This design comes from an exercise in tuning for small area, a short achievable clock period and few clock cycles per item on the open sky130 flow, not from production work. At most, simulation tests tie the RTL to the original design; equivalence was not proved. No activity file was given, so power comes from the tool's default toggle rates.

## assembly_source_tokenizer_top
module assembly_source_tokenizer_top (
  input  logic               clk_i,
  input  logic               rst_ni,
  input  logic               in_valid_i,
  output logic               in_ready_o,
  input  logic [8:0]         in_data_i,    
  output logic               out_valid_o,
  input  logic               out_ready_i,
  output logic [71:0]        out_data_o    
);
For scale: about 870 cells after synthesis, ~130 flip-flops, ~87 I/O pins, roughly 7600 um^2 of cells after synthesis.
==> flow/config.mk <==
export PLATFORM = sky130hd
export DESIGN_NAME = assembly_source_tokenizer_top
export DESIGN_NICKNAME = assembly_source_tokenizer_top
export VERILOG_FILES = /design/flow/design.v
export SDC_FILE = /design/flow/constraint.sdc
export NUM_CORES = 4
export LEC_CHECK = 0
export CAP_MARGIN = 20
export CORE_MARGIN = 2
export CORE_UTILIZATION = 45
export CTS_BUF_LIST = sky130_fd_sc_hd__clkbuf_8
export PLACE_DENSITY = 0.65
export SETUP_SLACK_MARGIN = 5
export SLEW_MARGIN = 20
==> flow/constraint.sdc <==
create_clock -name core_clock -period 8.0 [get_ports {clk_i}]
set_input_delay 1.6000 -clock core_clock [delete_from_list [all_inputs] [get_ports {clk_i}]]
set_output_delay 1.6000 -clock core_clock [all_outputs]
set_load 0.01 [all_outputs]
standard.sh (not shown) runs the stock make flow with config.mk's settings and CLKGATE_MAP_FILE= SYNTH_SCRIPT=/design/flow/synth_recipe.tcl, a recipe that flattens the netlist after the stock synthesis.
==> flow/flow/run.sh <==
#!/bin/bash
# ORFS layout as the standard flow, with single-strength port buffers.
set -euo pipefail
W=$(pwd)
export BUFFER_PORTS_ARGS="-buffer_cell sky130_fd_sc_hd__buf_1"
make -C "$FLOW_HOME" DESIGN_CONFIG="$FLOW_CONFIG" WORK_HOME="$W/orfs" CLKGATE_MAP_FILE= \
  SYNTH_SCRIPT="$W/synth_recipe.tcl" CAP_MARGIN=20 CORE_MARGIN=2 CORE_UTILIZATION=45 \
  PLACE_DENSITY=0.65 SLEW_MARGIN=20 SETUP_SLACK_MARGIN=5 finish > "$W/make.log" 2>&1
: # left out here: write the final layout as DEF
==> next run, changes <==
--- a/flow/design.v
+++ b/flow/design.v
@@ -233,18 +233,18 @@
   output logic [71:0] out_data_o
 );
   logic [3:0]  cls_q, cls_d;
   logic [4:0]  node_q, node_d;
   logic [1:0]  fault_q, fault_d;
   logic        halted_q, halted_d;
   logic        pend_q;
   logic        pl_q, pl_d;            
-  logic [15:0] offset_q, col_q, col_base;
-  logic [15:0] line_q, line_base;
+  logic [15:0] offset_q, col_q;
+  logic [15:0] line_q;
   logic        nlp_q, nlp_d;          
   logic        rsp_q, rsp_d;          
   logic [15:0] start_q, start_d, len_q, len_set, ocol_q, ocol_d;
   logic        len_ld, len_grow, len_sat, take;
   logic        final_q, final_d;
   logic [4:0]  c;
   logic        last, nl;
   logic        sp_nl, alpha, digit, wbody, nbody, tstart, qm, sigil;
@@ -431,24 +431,36 @@
     if (upd) begin
       node_q  <= node_d;
       fault_q <= fault_d;
       start_q <= start_d;
       ocol_q  <= ocol_d;
       final_q <= final_d;
     end
   end
-  assign take     = upd && cons && !halted_q;
-  assign col_base = (rsp_q || (take && nl)) ? 16'd1 : col_q;
-  assign line_base = (take && rsp_q) ? 16'd1 : line_q;
+  function automatic logic [15:0] carry_mask(input logic [15:0] v);
+    carry_mask[0] = 1'b1;
+    for (int i = 1; i < 16; i++) carry_mask[i] = carry_mask[i-1] && v[i-1];
+  endfunction
+  logic        col_flip, line_flip, col_sat, line_sat;
+  logic [15:0] offset_m, col_m, line_m, len_m;
+  assign take      = upd && cons && !halted_q;
+  assign offset_m  = carry_mask(offset_cur);
+  assign col_m     = carry_mask(col_cur);
+  assign line_m    = carry_mask(line_q);
+  assign len_m     = carry_mask(len_q);
+  assign col_sat   = (col_cur == 16'hffff);
+  assign line_sat  = (line_q == 16'hffff);
+  assign col_flip  = !nl && !col_sat;
+  assign line_flip = !rsp_q && nlp_q && !line_sat;
   always_ff @(posedge clk_i) begin
-    offset_q <= offset_cur + {15'd0, take};
-    col_q    <= col_base + {15'd0, take && !nl && (col_base != 16'hffff)};
-    line_q   <= line_base + {15'd0, take && !rsp_q && nlp_q && (line_q != 16'hffff)};
-    len_q    <= (upd && len_ld) ? len_set : len_q + {15'd0, upd && len_grow && !len_sat};
+    offset_q <= offset_cur ^ ({16{take}} & offset_m);
+    col_q    <= (take && nl) ? 16'd1 : (col_cur ^ ({16{take && col_flip}} & col_m));
+    line_q   <= (take && rsp_q) ? 16'd1 : (line_q ^ ({16{take && line_flip}} & line_m));
+    len_q    <= (upd && len_ld) ? len_set : (len_q ^ ({16{len_grow && !len_sat}} & len_m));
   end
   assign out_valid_o = pend_q;
   assign out_data_o  = {node_q, fault_q, start_q, len_q, line_q, ocol_q, final_q};
 endmodule
 module assembly_source_tokenizer_top (
   input  logic               clk_i,
   input  logic               rst_ni,
   input  logic               in_valid_i,
Effect:
- area after synthesis is higher slightly
- clock power went down by a few percent
- power goes up by a quarter to a third
- register-to-register slack gains 0.11 ns
- hold slack improves by 0.0059 ns
- synthesized cell count rose by a few percent
Testbench counts after the change, summed over its fixed seeds: cycles 45,176, bytes 43,768.
The RTL of the first run of this note was laid out without a check of its function.

[what the ideal ports hide]
The results above use ideal ports. As a check the final layouts listed here were re-extracted and re-timed, cells and wires unchanged.
Step 1 (the two cells are an assumption about what drives the block):
set clk [get_ports {clk_i}]
set_driving_cell -lib_cell sky130_fd_sc_hd__clkbuf_16 $clk
set_driving_cell -lib_cell sky130_fd_sc_hd__buf_2 [delete_from_list [all_inputs] $clk]
Step 2 adds t to the input delays and takes it off the output delays; t is the mean of the earliest and latest rising clock arrival at the registers after step 1. Input paths then give back, and output paths get back, about the clock's delay inside the block.
Slacks: no drivers / after step 1 / after step 2; pairs: no drivers / after step 1.
run	t, ns	slack for setup (ns)	clock arrival spread, ns	slew at the worst register clock pin (ns)
the first run	0.483	4.821 / 4.788 / 4.305	0.020 / 0.020	0.09 / 0.09
the second run	0.482	5.020 / 5.018 / 4.536	0.013 / 0.012	0.08 / 0.08
After both steps every run listed still meets setup and hold. The setup slack of the first run, which loses most, moves by -0.033 ns with the drivers and by -0.516 ns with both steps.
